This design comes from an exercise in tuning for small area, a short achievable clock period and few clock cycles per item on the open sky130 flow, not from production work.
At most, simulation tests tie the RTL to the original design; equivalence was not proved.
Power figures rest on the tool's default switching activity, not on a simulated workload.

==> flow/design.v <==
package hps_pkg;
  localparam int unsigned MAX_DISTANCE = 2560;
  localparam logic [7:0] PULSE_LEVEL = 8'd210;
  localparam logic [8:0] T_ON1_END   = 9'd45;
  localparam logic [8:0] T_OFF1_END  = 9'd165;
  localparam logic [8:0] T_ON2_END   = 9'd210;
  localparam logic [8:0] T_OFF2_END  = 9'd470;
  localparam logic [14:0] RESET_THRESHOLD = 15'd13;
  localparam logic [15:0] RESET_COOLDOWN  = 16'd500;
  localparam logic FUNC_TICK   = 1'b0;
  localparam logic FUNC_PACKET = 1'b1;
endpackage
module hps_cfg_regs (
  input  logic        clk_i,
  input  logic        rst_ni,
  input  logic        cfg_valid_i,
  output logic        cfg_ready_o,
  input  logic        cfg_index_i,
  input  logic [15:0] cfg_data_i,
  output logic [14:0] thr_o,
  output logic [15:0] cool_o
);
  assign cfg_ready_o = 1'b1;
  always_ff @(posedge clk_i or negedge rst_ni) begin
    if (!rst_ni) begin
      thr_o  <= hps_pkg::RESET_THRESHOLD;
      cool_o <= hps_pkg::RESET_COOLDOWN;
    end else if (cfg_valid_i) begin
      if (cfg_index_i) cool_o <= cfg_data_i;
      else             thr_o  <= cfg_data_i[14:0];
    end
  end
endmodule
module hps_step (
  input  logic [14:0] thr_i,
  input  logic [15:0] distance_i,
  output logic        near_o,     
  output logic [7:0]  t_o,
  output logic        e_o
);
  logic [14:0] mag;
  logic        far;
  logic        c;
  logic [17:0] m, v, z;
  assign mag = distance_i[14:0];
  always_comb begin
    c = 1'b0;
    for (int i = 0; i < 15; i++) c = (mag[i] & ~thr_i[i]) | ((mag[i] | ~thr_i[i]) & c);
  end
  assign near_o = !distance_i[15] && !c;
  assign far = distance_i[15] || (mag[14:12] != 3'd0) || (mag[11] && (mag[10] || mag[9]));
  assign m   = {6'd0, mag[11:0]};
  assign v   = (m << 4) + m;       
  assign z   = (v << 1) + v;       
  assign t_o = z[16:9] | {8{far}};
  assign e_o = (mag[8:0] != 9'd0) && !far;
endmodule
module haptic_pattern_sequencer (
  input  logic               clk_i,
  input  logic               rst_ni,
  input  logic               cfg_valid_i,
  output logic               cfg_ready_o,
  input  logic [0:0]         cfg_index_i,
  input  logic [15:0]        cfg_data_i,
  input  logic               in_valid_i,
  output logic               in_stall_o,
  input  logic               func_i,
  input  logic signed [15:0] distance_i,
  output logic               out_valid_o,
  input  logic               out_stall_i,
  output logic [7:0]         motor_level_o,
  output logic               level_written_o,
  output logic               pattern_active_o,
  output logic               pattern_started_o
);
  logic [14:0] thr;
  logic [15:0] cool;
  hps_cfg_regs u_cfg (
    .clk_i       (clk_i),
    .rst_ni      (rst_ni),
    .cfg_valid_i (cfg_valid_i),
    .cfg_ready_o (cfg_ready_o),
    .cfg_index_i (cfg_index_i[0]),
    .cfg_data_i  (cfg_data_i),
    .thr_o       (thr),
    .cool_o      (cool)
  );
  logic ir_v, p_v, k_v, out_v;
  logic mv, bv, adv, fire, accept;
  assign mv         = !k_v;                      
  assign bv         = k_v || p_v;                
  assign adv        = !out_v || !out_stall_i;    
  assign fire       = adv && bv;
  assign in_stall_o = k_v;
  assign accept     = in_valid_i && !k_v;
  always_ff @(posedge clk_i or negedge rst_ni) begin
    if (!rst_ni) begin
      ir_v  <= 1'b0;
      p_v   <= 1'b0;
      k_v   <= 1'b0;
      out_v <= 1'b0;
    end else begin
      if (mv) begin
        ir_v <= accept;
        p_v  <= ir_v;
      end
      k_v <= bv && !adv;
      if (adv) out_v <= bv;
    end
  end
  logic        ir_func;
  logic [15:0] ir_dist;
  logic        d_near, d_e;
  logic [7:0]  d_t;
  logic        p_func, p_near, p_e, k_func, k_near, k_e;
  logic [7:0]  p_t, k_t;
  hps_step u_step (
    .thr_i      (thr),
    .distance_i (ir_dist),
    .near_o     (d_near),
    .t_o        (d_t),
    .e_o        (d_e)
  );
  always_ff @(posedge clk_i) begin
    if (mv) begin
      ir_func <= func_i;
      ir_dist <= distance_i;
      p_func  <= ir_func;
      p_near  <= d_near;
      p_t     <= d_t;
      p_e     <= d_e;
      k_func  <= p_func;
      k_near  <= p_near;
      k_t     <= p_t;
      k_e     <= p_e;
    end
  end
  logic        b_func, b_near;
  logic [7:0]  b_t, b_guide;
  logic        b_e;
  logic [16:0] since_q, since_inc, cand;
  logic        gt_q, cand_gt;
  logic        active_q;
  logic [7:0]  level_q;
  logic        written_q, started_q;
  logic        tick, trans, start;
  logic [8:0]  t;
  assign b_func  = k_v ? k_func  : p_func;
  assign b_near  = k_v ? k_near  : p_near;
  assign b_t     = k_v ? k_t     : p_t;
  assign b_e     = k_v ? k_e     : p_e;
  assign b_guide = ~(b_t + {7'd0, b_e});
  assign tick      = (b_func == hps_pkg::FUNC_TICK);
  assign t         = since_q[8:0];
  always_comb begin
    logic c;
    c = !since_q[16];
    for (int i = 0; i < 17; i++) begin
      since_inc[i] = since_q[i] ^ c;
      c = c & since_q[i];
    end
  end
  assign cand      = (bv && tick) ? since_inc : since_q;
  always_comb begin
    logic c;
    c = 1'b0;
    for (int i = 0; i < 16; i++) c = (cand[i] & ~cool[i]) | ((cand[i] | ~cool[i]) & c);
    cand_gt = cand[16] | c;
  end
  assign trans = tick && active_q &&
                 (t == hps_pkg::T_ON1_END - 9'd1 || t == hps_pkg::T_OFF1_END - 9'd1 ||
                  t == hps_pkg::T_ON2_END - 9'd1 || t == hps_pkg::T_OFF2_END - 9'd1);
  assign start = bv && !tick && b_near && !active_q && gt_q;
  always_ff @(posedge clk_i or negedge rst_ni) begin
    if (!rst_ni) begin
      since_q  <= '0;
      gt_q     <= 1'b0;
      active_q <= 1'b0;
      level_q  <= '0;
    end else begin
      if (adv) gt_q <= !start && cand_gt;
      if (fire) begin
        since_q <= start ? 17'd0 : cand;
        if (tick) begin
          if (trans) begin
            level_q  <= (t == hps_pkg::T_OFF1_END - 9'd1) ? hps_pkg::PULSE_LEVEL : 8'd0;
            active_q <= (t != hps_pkg::T_OFF2_END - 9'd1);
          end
        end else if (!active_q) begin
          level_q  <= start ? hps_pkg::PULSE_LEVEL : b_guide;
          active_q <= start;
        end
      end
    end
  end
  always_ff @(posedge clk_i) begin
    if (fire) begin
      written_q <= tick ? trans : !active_q;
      started_q <= start;
    end
  end
  assign out_valid_o       = out_v;
  assign motor_level_o     = level_q;
  assign level_written_o   = written_q;
  assign pattern_active_o  = active_q;
  assign pattern_started_o = started_q;
endmodule
make LEC_CHECK=0 CAP_MARGIN=20 CORE_MARGIN=2 CORE_UTILIZATION=70 CTS_BUF_LIST='sky130_fd_sc_hd__clkbuf_4 sky130_fd_sc_hd__clkbuf_8' SETUP_SLACK_MARGIN=5 SLEW_MARGIN=20 finish   # period 9.5 ns
run.sh (not shown) runs the stock make flow with config.mk's settings and CLKGATE_MAP_FILE= SYNTH_SCRIPT=/design/flow/synth_recipe.tcl, a recipe that flattens the netlist after the stock synthesis.
Testbench counts at the start, summed over its fixed seeds: cycles 32,024, beats 32,000.
Change:
--- a/flow/design.v
+++ b/flow/design.v
@@ -84,28 +84,30 @@
     .cfg_data_i  (cfg_data_i),
     .thr_o       (thr),
     .cool_o      (cool)
   );
-  logic ir_v, p_v, k_v, out_v;
+  logic ir_v, p_v, k_v, go_q, out_v;
   logic mv, bv, adv, fire, accept;
   assign mv         = !k_v;                      
   assign bv         = k_v || p_v;                
   assign adv        = !out_v || !out_stall_i;    
   assign fire       = adv && bv;
-  assign in_stall_o = k_v;
+  assign in_stall_o = !go_q;      
   assign accept     = in_valid_i && !k_v;
   always_ff @(posedge clk_i or negedge rst_ni) begin
     if (!rst_ni) begin
       ir_v  <= 1'b0;
       p_v   <= 1'b0;
-      k_v   <= 1'b0;
-      out_v <= 1'b0;
+      k_v     <= 1'b0;
+      go_q    <= 1'b1;
+      out_v   <= 1'b0;
     end else begin
       if (mv) begin
         ir_v <= accept;
         p_v  <= ir_v;
       end
-      k_v <= bv && !adv;
+      k_v     <= bv && !adv;
+      go_q    <= !(bv && !adv);
       if (adv) out_v <= bv;
     end
   end
   logic        ir_func;
@@ -137,10 +139,10 @@
   end
   logic        b_func, b_near;
   logic [7:0]  b_t, b_guide;
   logic        b_e;
-  logic [16:0] since_q, since_inc, cand;
-  logic        gt_q, cand_gt;
+  logic [16:0] since_q, since_inc;
+  logic        gt_q, gt_next;
   logic        active_q;
   logic [7:0]  level_q;
   logic        written_q, started_q;
   logic        tick, trans, start;
@@ -148,25 +150,21 @@
   assign b_func  = k_v ? k_func  : p_func;
   assign b_near  = k_v ? k_near  : p_near;
   assign b_t     = k_v ? k_t     : p_t;
   assign b_e     = k_v ? k_e     : p_e;
-  assign b_guide = ~(b_t + {7'd0, b_e});
+  always_comb begin
+    for (int i = 0; i < 8; i++) b_guide[i] = ~(b_t[i] ^ (b_e && (&(b_t | ~((8'd1 << i) - 8'd1)))));
+  end
   assign tick      = (b_func == hps_pkg::FUNC_TICK);
   assign t         = since_q[8:0];
   always_comb begin
-    logic c;
-    c = !since_q[16];
-    for (int i = 0; i < 17; i++) begin
-      since_inc[i] = since_q[i] ^ c;
-      c = c & since_q[i];
-    end
-  end
-  assign cand      = (bv && tick) ? since_inc : since_q;
-  always_comb begin
-    logic c;
-    c = 1'b0;
-    for (int i = 0; i < 16; i++) c = (cand[i] & ~cool[i]) | ((cand[i] | ~cool[i]) & c);
-    cand_gt = cand[16] | c;
+    for (int i = 0; i < 17; i++) since_inc[i] = since_q[i] ^ (!since_q[16] && (&(since_q | ~((17'd1 << i) - 17'd1))));
+  end
+  always_comb begin
+    logic g;
+    g = bv && tick;
+    for (int i = 0; i < 16; i++) g = (since_q[i] & ~cool[i]) | ((since_q[i] | ~cool[i]) & g);
+    gt_next = since_q[16] | g;
   end
   assign trans = tick && active_q &&
                  (t == hps_pkg::T_ON1_END - 9'd1 || t == hps_pkg::T_OFF1_END - 9'd1 ||
                   t == hps_pkg::T_ON2_END - 9'd1 || t == hps_pkg::T_OFF2_END - 9'd1);
@@ -177,11 +175,11 @@
       gt_q     <= 1'b0;
       active_q <= 1'b0;
       level_q  <= '0;
     end else begin
-      if (adv) gt_q <= !start && cand_gt;
+      if (adv) gt_q <= !start && gt_next;
       if (fire) begin
-        since_q <= start ? 17'd0 : cand;
+        since_q <= start ? 17'd0 : (tick ? since_inc : since_q);
         if (tick) begin
           if (trans) begin
             level_q  <= (t == hps_pkg::T_OFF1_END - 9'd1) ? hps_pkg::PULSE_LEVEL : 8'd0;
             active_q <= (t != hps_pkg::T_OFF2_END - 9'd1);
Effect: Routed wire length grows by 1.7%; worst hold slack gets better by 0.0057 ns; via count grows by about 6%; cell area grows by about 1.5%; setup slack gets better by 0.33 ns; first-iteration DRC count shrinks by about 37%; fmax grows by 8.2%; combinational power grows by about 10%; die area grows by about 2.7%; cell count grows by about 8%; sequential cell count grows by 1; power grows by 6.6%; area after synthesis grows by 2.8%; non-clock buffer count shrinks by 3.
The RTL of the second run of this note was laid out without a check of its function.

Another version of the RTL of haptic_pattern_sequencer (not shown whole).
For scale: ~660 cells after synthesis, roughly 100 flip-flops, about 53 I/O pins, about 0.0058 sq mm of cells after synthesis.
==> module haptic_pattern_sequencer, before the edit <==
module haptic_pattern_sequencer (
  input  logic               clk_i,
  input  logic               rst_ni,
  input  logic               cfg_valid_i,
  output logic               cfg_ready_o,
  input  logic [0:0]         cfg_index_i,
  input  logic [15:0]        cfg_data_i,
  input  logic               in_valid_i,
  output logic               in_stall_o,
  input  logic               func_i,
  input  logic signed [15:0] distance_i,
  output logic               out_valid_o,
  input  logic               out_stall_i,
  output logic [7:0]         motor_level_o,
  output logic               level_written_o,
  output logic               pattern_active_o,
  output logic               pattern_started_o
);
  logic [14:0] thr;
  logic [15:0] cool;
  hps_cfg_regs u_cfg (
    .clk_i       (clk_i),
    .rst_ni      (rst_ni),
    .cfg_valid_i (cfg_valid_i),
    .cfg_ready_o (cfg_ready_o),
    .cfg_index_i (cfg_index_i[0]),
    .cfg_data_i  (cfg_data_i),
    .thr_o       (thr),
    .cool_o      (cool)
  );
  logic ir_v, p_v, k_v, go_q, out_v;
  logic mv, bv, adv, fire, accept;
  assign mv         = !k_v;                      
  assign bv         = k_v || p_v;                
  assign adv        = !out_v || !out_stall_i;    
  assign fire       = adv && bv;
  assign in_stall_o = !go_q;      
  assign accept     = in_valid_i && !k_v;
  always_ff @(posedge clk_i or negedge rst_ni) begin
    if (!rst_ni) begin
      ir_v  <= 1'b0;
      p_v   <= 1'b0;
      k_v     <= 1'b0;
      go_q    <= 1'b1;
      out_v   <= 1'b0;
    end else begin
      if (mv) begin
        ir_v <= accept;
        p_v  <= ir_v;
      end
      k_v     <= bv && !adv;
      go_q    <= !(bv && !adv);
      if (adv) out_v <= bv;
    end
  end
  logic        ir_func;
  logic [15:0] ir_dist;
  logic        d_near, d_e;
  logic [7:0]  d_t;
  logic        p_func, p_near, p_e, k_func, k_near, k_e;
  logic [7:0]  p_t, k_t;
  hps_step u_step (
    .thr_i      (thr),
    .distance_i (ir_dist),
    .near_o     (d_near),
    .t_o        (d_t),
    .e_o        (d_e)
  );
  always_ff @(posedge clk_i) begin
    if (mv) begin
      ir_func <= func_i;
      ir_dist <= distance_i;
      p_func  <= ir_func;
      p_near  <= d_near;
      p_t     <= d_t;
      p_e     <= d_e;
      k_func  <= p_func;
      k_near  <= p_near;
      k_t     <= p_t;
      k_e     <= p_e;
    end
  end
  logic        b_func, b_near;
  logic [7:0]  b_t, b_guide;
  logic        b_e;
  logic [16:0] since_q, since_inc;
  logic        gt_q, gt_next;
  logic        active_q;
  logic [7:0]  level_q;
  logic        written_q, started_q;
  logic        tick, trans, start;
  logic [8:0]  t;
  assign b_func  = k_v ? k_func  : p_func;
  assign b_near  = k_v ? k_near  : p_near;
  assign b_t     = k_v ? k_t     : p_t;
  assign b_e     = k_v ? k_e     : p_e;
  assign b_guide = ~(b_t + {7'd0, b_e});
  assign tick      = (b_func == hps_pkg::FUNC_TICK);
  assign t         = since_q[8:0];
  always_comb begin
    logic c;
    for (int k = 0; k < 17; k += 4) begin
      c = &(since_q | ~((17'd1 << k) - 17'd1));
      for (int i = k; i < k + 4 && i < 17; i++) begin
        since_inc[i] = since_q[i] ^ c;
        c = c & since_q[i];
      end
    end
    if (since_q[16]) since_inc = since_q;
  end
  always_comb begin
    logic g;
    g = bv && tick;
    for (int i = 0; i < 16; i++) g = (since_q[i] & ~cool[i]) | ((since_q[i] | ~cool[i]) & g);
    gt_next = since_q[16] | g;
  end
  assign trans = tick && active_q &&
                 (t == hps_pkg::T_ON1_END - 9'd1 || t == hps_pkg::T_OFF1_END - 9'd1 ||
                  t == hps_pkg::T_ON2_END - 9'd1 || t == hps_pkg::T_OFF2_END - 9'd1);
  assign start = bv && !tick && b_near && !active_q && gt_q;
  logic [16:0] since_n;
  logic [7:0]  level_n;
  logic        active_n, written_n;
  always_comb begin
    since_n   = since_q;
    level_n   = level_q;
    active_n  = active_q;
    written_n = tick ? trans : !active_q;
    if (bv) begin
      if (tick) begin
        since_n = since_inc;
        if (trans) begin
          level_n  = (t == hps_pkg::T_OFF1_END - 9'd1) ? hps_pkg::PULSE_LEVEL : 8'd0;
          active_n = (t != hps_pkg::T_OFF2_END - 9'd1);
        end
      end else if (!active_q) begin
        if (start) since_n = 17'd0;
        level_n  = start ? hps_pkg::PULSE_LEVEL : b_guide;
        active_n = start;
      end
    end
  end
  always_ff @(posedge clk_i or negedge rst_ni) begin
    if (!rst_ni) begin
      since_q  <= '0;
      active_q <= 1'b0;
      level_q  <= '0;
    end else if (adv) begin
      since_q  <= since_n;
      active_q <= active_n;
      level_q  <= level_n;
    end
  end
  always_ff @(posedge clk_i) begin
    if (adv) begin
      written_q <= written_n;
      started_q <= start;
      gt_q      <= !start && gt_next;
    end
  end
  assign out_valid_o       = out_v;
  assign motor_level_o     = level_q;
  assign level_written_o   = written_q;
  assign pattern_active_o  = active_q;
  assign pattern_started_o = started_q;
endmodule
==> flow/config.mk <==
export PLATFORM = sky130hd
export DESIGN_NAME = haptic_pattern_sequencer
export DESIGN_NICKNAME = haptic_pattern_sequencer
export VERILOG_FILES = /design/flow/design.v
export SDC_FILE = /design/flow/constraint.sdc
export NUM_CORES = 4
export LEC_CHECK = 0
export ABC_AREA = 1
export CAP_MARGIN = 20
export CORE_MARGIN = 2
export CORE_UTILIZATION = 70
export SETUP_SLACK_MARGIN = 5
export SLEW_MARGIN = 20
==> flow/constraint.sdc <==
create_clock -name core_clock -period 9.5 [get_ports {clk_i}]
set_input_delay 1.9000 -clock core_clock [delete_from_list [all_inputs] [get_ports {clk_i}]]
set_output_delay 1.9000 -clock core_clock [all_outputs]
set_load 0.01 [all_outputs]
standard.sh (not shown) runs the stock make flow with config.mk's settings and CLKGATE_MAP_FILE= SYNTH_SCRIPT=/design/flow/synth_recipe.tcl, a recipe that flattens the netlist after the stock synthesis.
==> flow/flow/run.sh <==
#!/bin/bash
# Standard layout, with the smallest buffer on each port, and a clock tree of larger sink
# clusters without dummy loads.
set -euo pipefail
bash standard.sh \
  "BUFFER_PORTS_ARGS=-buffer_cell sky130_fd_sc_hd__buf_1" \
  "CTS_ARGS=-sink_clustering_enable -repair_clock_nets -dont_use_dummy_load -buf_list {sky130_fd_sc_hd__clkbuf_4 sky130_fd_sc_hd__clkbuf_8} -sink_clustering_size 40 -sink_clustering_max_diameter 60" \
  "SETUP_SLACK_MARGIN=6.05" \
  finish > standard_flow.log 2>&1
Change:
--- a/flow/design.v
+++ b/flow/design.v
@@ -176,42 +176,30 @@
                   t == hps_pkg::T_ON2_END - 9'd1 || t == hps_pkg::T_OFF2_END - 9'd1);
   assign start = bv && !tick && b_near && !active_q && gt_q;
-  logic [16:0] since_n;
-  logic [7:0]  level_n;
-  logic        active_n, written_n;
-  always_comb begin
-    since_n   = since_q;
-    level_n   = level_q;
-    active_n  = active_q;
-    written_n = tick ? trans : !active_q;
-    if (bv) begin
-      if (tick) begin
-        since_n = since_inc;
-        if (trans) begin
-          level_n  = (t == hps_pkg::T_OFF1_END - 9'd1) ? hps_pkg::PULSE_LEVEL : 8'd0;
-          active_n = (t != hps_pkg::T_OFF2_END - 9'd1);
-        end
-      end else if (!active_q) begin
-        if (start) since_n = 17'd0;
-        level_n  = start ? hps_pkg::PULSE_LEVEL : b_guide;
-        active_n = start;
-      end
-    end
-  end
   always_ff @(posedge clk_i or negedge rst_ni) begin
     if (!rst_ni) begin
       since_q  <= '0;
+      gt_q     <= 1'b0;
       active_q <= 1'b0;
       level_q  <= '0;
-    end else if (adv) begin
-      since_q  <= since_n;
-      active_q <= active_n;
-      level_q  <= level_n;
+    end else begin
+      if (adv) gt_q <= !start && gt_next;
+      if (fire) begin
+        since_q <= start ? 17'd0 : (tick ? since_inc : since_q);
+        if (tick) begin
+          if (trans) begin
+            level_q  <= (t == hps_pkg::T_OFF1_END - 9'd1) ? hps_pkg::PULSE_LEVEL : 8'd0;
+            active_q <= (t != hps_pkg::T_OFF2_END - 9'd1);
+          end
+        end else if (!active_q) begin
+          level_q  <= start ? hps_pkg::PULSE_LEVEL : b_guide;
+          active_q <= start;
+        end
+      end
     end
   end
   always_ff @(posedge clk_i) begin
-    if (adv) begin
-      written_q <= written_n;
+    if (fire) begin
+      written_q <= tick ? trans : !active_q;
       started_q <= start;
-      gt_q      <= !start && gt_next;
     end
   end
What happened: Die area fell by about 2%; area after synthesis fell by about 2.2%; routed wire length fell by about 0.8%; design area fell by 3.4%; first-iteration DRC count rose by 40%; critical path depth fell by 1; cell count rose by 0.85%; core utilization rose by 0.52 points; clock-buffer cell count is unchanged; global-route usage rose by 1.2 points; sequential power fell by about 5%; clock power rose by about 2%; fmax rose by about 3.3%.
Testbench counts after the change, summed over its fixed seeds: cycles 32,024, beats 32,000.
Only the layout flow was run in the first run of this note; the RTL was not checked for function there.

-- re-timing with driven ports --
How much do the figures lean on ideal ports? The routed layouts below were timed once more, with nothing changed but the port constraints.
Step 1 (the two cells are an assumption about what drives the block):
set clk [get_ports {clk_i}]
set_driving_cell -lib_cell sky130_fd_sc_hd__clkbuf_16 $clk
set_driving_cell -lib_cell sky130_fd_sc_hd__buf_2 [delete_from_list [all_inputs] $clk]
Step 2, shift: input delay + t, output delay - t, t = (earliest + latest rising clock arrival at the registers) / 2. This alone moves slack from input paths to output paths.
Three values: ideal, step 1, step 2; two values: the first two.
run | shift t [ns] | setup slack, ns | pins driven straight from the clock port
the first run of note 1 | 0.401 | 5.157 / 5.157 / 5.157 | 1
the second run of note 1 | 0.398 | 5.488 / 5.488 / 5.355 | 1
the first run of note 2 | 0.374 | 6.107 / 6.107 / 6.107 | 1
the second run of note 2 | 0.378 | 6.215 / 6.215 / 5.869 | 1
After both steps setup and hold are still met in every run listed. For the second run of note 2, which loses most, drivers alone change the setup slack by 0.000 ns; drivers and shift together by -0.346 ns.
